Source: an optimization exercise on an open RTL-to-GDS flow (aim: small area, a short achievable clock period and few clock cycles per item). Production flows keep margins and buffers that such runs may drop. At most, simulation tests tie the RTL to the original design; equivalence was not proved. No activity file was given, so power comes from the tool's default toggle rates.

==> module lphs_datapath, before the edit <==
module lphs_datapath (
   input  logic                                clock,
   input  logic                                reset,
   input  logic                                accept,
   input  logic [lphs_pkg::CMD_W-1:0]          cmd,
   input  logic [lphs_pkg::REQ_KEY_W-1:0]      key,
   input  logic [lphs_pkg::MAX_W-1:0]          max_entries,
   output logic                                res_valid,
   output logic [lphs_pkg::STATUS_W-1:0]       res_status,
   output logic [lphs_pkg::SLOTS-1:0]          res_sel,
   output logic [lphs_pkg::RSP_COUNT_W-1:0]    res_count
);
   localparam int N = lphs_pkg::SLOTS;
   logic [31:0]  key_q [N];
   logic [N-1:0] used_q, empty_q;
   logic [4:0]   count_q;
   logic         v_q, ins_q, rem_q, rf_q;
   logic [31:0]  rkey_q;
   logic [N-1:0] eq_q;
   logic         eq_k;
   logic [N-1:0] eq_in;
   assign eq_k = (key == rkey_q);
   always_comb begin
      for (int s = 0; s < N; s++) begin
         eq_in[s] = used_q[s] ? (key == key_q[s]) : eq_k;
      end
   end
   function automatic logic [N-1:0] circ_first(input logic [N-1:0] v, input logic [N-1:0] m);
      logic [N-1:0] vh;
      logic [N:0]   p_h, p_v;
      vh     = v & m;
      p_h[0] = 1'b0;
      p_v[0] = 1'b0;
      for (int s = 0; s < N; s++) begin
         p_h[s+1] = p_h[s] | vh[s];
         p_v[s+1] = p_v[s] | v[s];
      end
      for (int s = 0; s < N; s++) begin
         circ_first[s] = v[s] & (m[s] ? !p_h[s] : !(p_h[N] | p_v[s]));
      end
   endfunction
   function automatic logic [N-1:0] circ_before(input logic [N-1:0] v, input logic [N-1:0] m);
      logic [N-1:0] vh;
      logic [N:0]   p_h, p_v;
      vh     = v & m;
      p_h[0] = 1'b0;
      p_v[0] = 1'b0;
      for (int s = 0; s < N; s++) begin
         p_h[s+1] = p_h[s] | vh[s];
         p_v[s+1] = p_v[s] | v[s];
      end
      for (int s = 0; s < N; s++) begin
         circ_before[s] = m[s] ? !p_h[s] : !(p_h[N] | p_v[s]);
      end
   endfunction
   logic [N-1:0] m_in, m_q, match, first_ins, first_rf, reach, sel;
   logic         any_free, at_limit, ins_ok, hit;
   logic [4:0]   cnt_inc, cnt_dec, count_next;
   always_comb begin
      for (int s = 0; s < N; s++) begin
         m_in[s] = (4'(s) >= key[3:0]);
      end
   end
   assign match     = used_q & eq_q;
   assign first_ins = circ_first(~used_q, m_q);
   assign first_rf  = circ_first(empty_q | match, m_q);
   assign reach     = circ_before(empty_q, m_q);
   assign any_free = !(&used_q);
   assign at_limit = (count_q >= max_entries) || count_q[4];
   assign ins_ok   = ins_q && !at_limit && any_free;
   assign hit      = rf_q && |(match & reach);
   assign sel = ({N{ins_ok}} & first_ins) | ({N{rf_q}} & used_q & first_rf);
   assign cnt_inc    = count_q + 5'd1;
   assign cnt_dec    = count_q - 5'd1;
   assign count_next = ins_ok ? cnt_inc : ((rem_q && hit) ? cnt_dec : count_q);
   always_ff @(posedge clock) begin
      if (reset) begin
         v_q     <= 1'b0;
         ins_q   <= 1'b0;
         rem_q   <= 1'b0;
         rf_q    <= 1'b0;
         used_q  <= '0;
         empty_q <= '1;
         count_q <= '0;
      end else begin
         v_q     <= accept;
         ins_q   <= accept && (cmd == lphs_pkg::CMD_INSERT);
         rem_q   <= accept && (cmd == lphs_pkg::CMD_REMOVE);
         rf_q    <= accept && (cmd == lphs_pkg::CMD_REMOVE || cmd == lphs_pkg::CMD_FIND);
         count_q <= count_next;
         for (int s = 0; s < N; s++) begin
            if (ins_ok && first_ins[s]) begin
               used_q[s]  <= 1'b1;
               empty_q[s] <= 1'b0;
            end else if (rem_q && first_rf[s]) begin
               used_q[s]  <= 1'b0;
            end
         end
      end
   end
   always_ff @(posedge clock) begin
      rkey_q <= key;
      m_q    <= m_in;
      eq_q   <= eq_in;
      for (int s = 0; s < N; s++) begin
         if (!used_q[s]) begin
            key_q[s] <= rkey_q;
         end
      end
   end
   assign res_valid  = v_q;
   assign res_status = (ins_q && !ins_ok) ? lphs_pkg::ST_FULL :
                       ((ins_q || hit) ? lphs_pkg::ST_OK : lphs_pkg::ST_NOT_FOUND);
   assign res_sel    = sel;
   assign res_count  = count_next;
endmodule
Settings: LEC_CHECK=0, ABC_CLOCK_PERIOD_IN_PS=2000, CAP_MARGIN=20, CORE_MARGIN=2, CORE_UTILIZATION=60, CTS_BUF_LIST=sky130_fd_sc_hd__clkbuf_8, CTS_CLUSTER_DIAMETER=60, CTS_CLUSTER_SIZE=16, SETUP_SLACK_MARGIN=3.4, SLEW_MARGIN=20; clock period 6.0 ns.
run.sh (not shown) runs the stock make flow with config.mk's settings and CLKGATE_MAP_FILE= SYNTH_SCRIPT=/design/flow/synth_recipe.tcl, a recipe that flattens the netlist after the stock synthesis.
The first run passed the timing, design-rule and antenna checks.
Change:
--- a/flow/design.v
+++ b/flow/design.v
@@ -33,6 +33,7 @@
    localparam int N = lphs_pkg::SLOTS;
    logic [31:0]  key_q [N];
    logic [N-1:0] used_q, empty_q;
+   logic [N-1:0] free_q;
    logic [4:0]   count_q;
    logic         v_q, ins_q, rem_q, rf_q;
    logic [31:0]  rkey_q;
@@ -42,33 +43,36 @@
    assign eq_k = (key == rkey_q);
    always_comb begin
       for (int s = 0; s < N; s++) begin
-         eq_in[s] = used_q[s] ? (key == key_q[s]) : eq_k;
-      end
-   end
+         eq_in[s] = free_q[s] ? eq_k : (key == key_q[s]);
+      end
+   end
+   function automatic logic [N:0] below_or(input logic [N-1:0] x);
+      logic [N/4-1:0] g;
+      logic [N/4:0]   gp;
+      for (int i = 0; i < N/4; i++) begin
+         g[i] = |x[4*i +: 4];
+      end
+      gp[0] = 1'b0;
+      for (int i = 0; i < N/4; i++) begin
+         gp[i+1] = |(g & (N/4)'((1 << (i + 1)) - 1));
+      end
+      for (int s = 0; s < N; s++) begin
+         below_or[s] = gp[s/4] | (|(x[4*(s/4) +: 4] & 4'((1 << (s % 4)) - 1)));
+      end
+      below_or[N] = gp[N/4];
+   endfunction
    function automatic logic [N-1:0] circ_first(input logic [N-1:0] v, input logic [N-1:0] m);
-      logic [N-1:0] vh;
-      logic [N:0]   p_h, p_v;
-      vh     = v & m;
-      p_h[0] = 1'b0;
-      p_v[0] = 1'b0;
-      for (int s = 0; s < N; s++) begin
-         p_h[s+1] = p_h[s] | vh[s];
-         p_v[s+1] = p_v[s] | v[s];
-      end
+      logic [N:0] p_h, p_v;
+      p_h = below_or(v & m);
+      p_v = below_or(v);
       for (int s = 0; s < N; s++) begin
          circ_first[s] = v[s] & (m[s] ? !p_h[s] : !(p_h[N] | p_v[s]));
       end
    endfunction
    function automatic logic [N-1:0] circ_before(input logic [N-1:0] v, input logic [N-1:0] m);
-      logic [N-1:0] vh;
-      logic [N:0]   p_h, p_v;
-      vh     = v & m;
-      p_h[0] = 1'b0;
-      p_v[0] = 1'b0;
-      for (int s = 0; s < N; s++) begin
-         p_h[s+1] = p_h[s] | vh[s];
-         p_v[s+1] = p_v[s] | v[s];
-      end
+      logic [N:0] p_h, p_v;
+      p_h = below_or(v & m);
+      p_v = below_or(v);
       for (int s = 0; s < N; s++) begin
          circ_before[s] = m[s] ? !p_h[s] : !(p_h[N] | p_v[s]);
       end
@@ -100,6 +104,7 @@
          rem_q   <= 1'b0;
          rf_q    <= 1'b0;
          used_q  <= '0;
+         free_q  <= '1;
          empty_q <= '1;
          count_q <= '0;
       end else begin
@@ -111,9 +116,11 @@
          for (int s = 0; s < N; s++) begin
             if (ins_ok && first_ins[s]) begin
                used_q[s]  <= 1'b1;
+               free_q[s]  <= 1'b0;
                empty_q[s] <= 1'b0;
             end else if (rem_q && first_rf[s]) begin
                used_q[s]  <= 1'b0;
+               free_q[s]  <= 1'b1;
             end
          end
       end
@@ -123,7 +130,7 @@
       m_q    <= m_in;
       eq_q   <= eq_in;
       for (int s = 0; s < N; s++) begin
-         if (!used_q[s]) begin
+         if (free_q[s]) begin
             key_q[s] <= rkey_q;
          end
       end
After rerunning: The changed run completed without violations. Setup slack gains 220 ps. Total power came out higher by 3.6%. Utilization grows by 0.16 points. Die area increases by 1.9%. Synthesized area climbs by 2.0%. Final cell count increases by 0.38%. Hold slack gets worse by 11 ps. Count of clock-buffer cells in the layout goes down by 2. Global-route usage falls by 1.2 points. Clock skew climbs by 5.7 ps.
Function was not checked in any run of this note: the RTL went through the layout flow alone.

== yarrow ==
linear_probe_hash_set, a different RTL version from the one above (not shown whole).
Size in the first run: about 2100 cells after synthesis, about 120 I/O pins.
==> module lphs_datapath, before the edit <==
module lphs_datapath (
   input  logic                                clock,
   input  logic                                reset,
   input  logic                                accept,
   input  logic [lphs_pkg::CMD_W-1:0]          cmd,
   input  logic [lphs_pkg::REQ_KEY_W-1:0]      key,
   input  logic [lphs_pkg::MAX_W-1:0]          max_entries,
   output logic                                res_valid,
   output logic [lphs_pkg::STATUS_W-1:0]       res_status,
   output logic [lphs_pkg::RSP_SLOT_W-1:0]     res_slot,
   output logic [lphs_pkg::RSP_COUNT_W-1:0]    res_count
);
   localparam int N = lphs_pkg::SLOTS;
   logic [31:0]  key_q [N];
   logic [N-1:0] used_q, empty_q;
   logic [4:0]   count_q;
   logic         v_q, ins_q, rem_q, rf_q;
   logic [31:0]  rkey_q;
   logic [N-1:0] eq_q;
   logic         eq_k;
   logic [N-1:0] eq_in;
   assign eq_k = (key == rkey_q);
   always_comb begin
      for (int s = 0; s < N; s++) begin
         eq_in[s] = used_q[s] ? (key == key_q[s]) : eq_k;
      end
   end
   function automatic logic [N-1:0] circ_first(input logic [N-1:0] v, input logic [N-1:0] m);
      logic [N-1:0] vh;
      logic [N:0]   p_h, p_v;
      vh     = v & m;
      p_h[0] = 1'b0;
      p_v[0] = 1'b0;
      for (int s = 0; s < N; s++) begin
         p_h[s+1] = p_h[s] | vh[s];
         p_v[s+1] = p_v[s] | v[s];
      end
      for (int s = 0; s < N; s++) begin
         circ_first[s] = v[s] & (m[s] ? !p_h[s] : !(p_h[N] | p_v[s]));
      end
   endfunction
   logic [N-1:0] m_in, m_q, match, first_ins, first_rf, sel;
   logic         any_free, at_limit, ins_ok, hit;
   logic [3:0]   enc;
   logic [4:0]   cnt_inc, cnt_dec, count_next;
   always_comb begin
      for (int s = 0; s < N; s++) begin
         m_in[s] = (4'(s) >= key[3:0]);
      end
   end
   assign match     = used_q & eq_q;
   assign first_ins = circ_first(~used_q, m_q);
   assign first_rf  = circ_first(empty_q | match, m_q);
   assign any_free = !(&used_q);
   assign at_limit = (count_q >= max_entries) || count_q[4];
   assign ins_ok   = ins_q && !at_limit && any_free;
   assign hit      = rf_q && |(first_rf & used_q);
   always_comb begin
      sel = ({N{ins_ok}} & first_ins) | ({N{rf_q}} & used_q & first_rf);
      enc = '0;
      for (int s = 0; s < N; s++) begin
         enc = enc | ({4{sel[s]}} & 4'(s));
      end
   end
   assign cnt_inc    = count_q + 5'd1;
   assign cnt_dec    = count_q - 5'd1;
   assign count_next = ins_ok ? cnt_inc : ((rem_q && hit) ? cnt_dec : count_q);
   always_ff @(posedge clock) begin
      if (reset) begin
         v_q     <= 1'b0;
         ins_q   <= 1'b0;
         rem_q   <= 1'b0;
         rf_q    <= 1'b0;
         used_q  <= '0;
         empty_q <= '1;
         count_q <= '0;
      end else begin
         v_q     <= accept;
         ins_q   <= accept && (cmd == lphs_pkg::CMD_INSERT);
         rem_q   <= accept && (cmd == lphs_pkg::CMD_REMOVE);
         rf_q    <= accept && (cmd == lphs_pkg::CMD_REMOVE || cmd == lphs_pkg::CMD_FIND);
         count_q <= count_next;
         for (int s = 0; s < N; s++) begin
            if (ins_ok && first_ins[s]) begin
               used_q[s]  <= 1'b1;
               empty_q[s] <= 1'b0;
            end else if (rem_q && first_rf[s]) begin
               used_q[s]  <= 1'b0;
            end
         end
      end
   end
   always_ff @(posedge clock) begin
      rkey_q <= key;
      m_q    <= m_in;
      eq_q   <= eq_in;
      for (int s = 0; s < N; s++) begin
         if (!used_q[s]) begin
            key_q[s] <= rkey_q;
         end
      end
   end
   assign res_valid  = v_q;
   assign res_status = (ins_q && !ins_ok) ? lphs_pkg::ST_FULL :
                       ((ins_q || hit) ? lphs_pkg::ST_OK : lphs_pkg::ST_NOT_FOUND);
   assign res_slot   = enc;
   assign res_count  = count_next;
endmodule
make LEC_CHECK=0 ABC_CLOCK_PERIOD_IN_PS=2000 CAP_MARGIN=20 CORE_MARGIN=2 CORE_UTILIZATION=60 CTS_BUF_LIST=sky130_fd_sc_hd__clkbuf_8 CTS_CLUSTER_DIAMETER=60 CTS_CLUSTER_SIZE=16 SETUP_SLACK_MARGIN=3.4 SLEW_MARGIN=20 finish   # period 6.0 ns
The flow did not stop early for yarrow: all stages ran, and the layout cleared the timing, design-rule and antenna checks.
Setup changes, yarrow to pepper
--- a/flow/design.v
+++ b/flow/design.v
@@ -58,9 +58,23 @@
       for (int s = 0; s < N; s++) begin
          circ_first[s] = v[s] & (m[s] ? !p_h[s] : !(p_h[N] | p_v[s]));
       end
    endfunction
-   logic [N-1:0] m_in, m_q, match, first_ins, first_rf, sel;
+   function automatic logic [N-1:0] circ_before(input logic [N-1:0] v, input logic [N-1:0] m);
+      logic [N-1:0] vh;
+      logic [N:0]   p_h, p_v;
+      vh     = v & m;
+      p_h[0] = 1'b0;
+      p_v[0] = 1'b0;
+      for (int s = 0; s < N; s++) begin
+         p_h[s+1] = p_h[s] | vh[s];
+         p_v[s+1] = p_v[s] | v[s];
+      end
+      for (int s = 0; s < N; s++) begin
+         circ_before[s] = m[s] ? !p_h[s] : !(p_h[N] | p_v[s]);
+      end
+   endfunction
+   logic [N-1:0] m_in, m_q, match, first_ins, first_rf, reach, sel;
    logic         any_free, at_limit, ins_ok, hit;
    logic [3:0]   enc;
    logic [4:0]   cnt_inc, cnt_dec, count_next;
    always_comb begin
@@ -70,12 +84,13 @@
    end
    assign match     = used_q & eq_q;
    assign first_ins = circ_first(~used_q, m_q);
    assign first_rf  = circ_first(empty_q | match, m_q);
+   assign reach     = circ_before(empty_q, m_q);
    assign any_free = !(&used_q);
    assign at_limit = (count_q >= max_entries) || count_q[4];
    assign ins_ok   = ins_q && !at_limit && any_free;
-   assign hit      = rf_q && |(first_rf & used_q);
+   assign hit      = rf_q && |(match & reach);
    always_comb begin
       sel = ({N{ins_ok}} & first_ins) | ({N{rf_q}} & used_q & first_rf);
       enc = '0;
       for (int s = 0; s < N; s++) begin
[summary]
From yarrow to pepper the numbers moved as follows: critical path data arrival time went down 420 ps, count of distinct cell types in the synthesized netlist moved up, total instance count after detailed placement barely changed, die area now larger, power per unit of standard cell area level. Comparing pepper against yarrow, there is no change at all in number of I/O port buffers. Compared with yarrow, pepper shows a lower proportion of final cell area spent on non-clock buffers. Summary of pepper over yarrow: final cell count without fillers held, time the final worst path needs with I/O delays and setup fell 450 ps, total non-filler cell area in the finished layout level.
Testbench counts of pepper, summed over its fixed seeds: cycles 2,416, items 2,400.
The RTL of yarrow was laid out without a check of its function.

-- re-timing with driven ports --
In the flow no input, the clock included, has a driving cell. The finished layouts below were timed again as built, in two steps.
Step 1: set_driving_cell puts a clkbuf_16 on clock and a buf_2 on each other input, an assumption about the parent block.
Step 2 times the ports against the registers' clock, not the clock port: input delays grow and output delays shrink by t, the midpoint of the rising clock arrivals with the driver on.
Three values: ideal, step 1, step 2; two values: the first two.
| run | t (ns) | slack for setup (ns) | clock arrival spread, ns |
|---|---|---|---|
| the first run of note 1 | 0.748 | 2.904 / 2.904 / 2.607 | 0.041 / 0.041 |
| the second run of note 1 | 0.752 | 3.120 / 3.082 / 2.622 | 0.039 / 0.039 |
| yarrow | 0.744 | 2.704 / 2.704 / 2.583 | 0.050 / 0.050 |
| pepper | 0.756 | 3.151 / 3.151 / 2.628 | 0.053 / 0.053 |
After both steps every run listed still meets setup and hold. For pepper, which loses most, drivers alone change the setup slack by 0.000 ns; drivers and shift together by -0.523 ns.
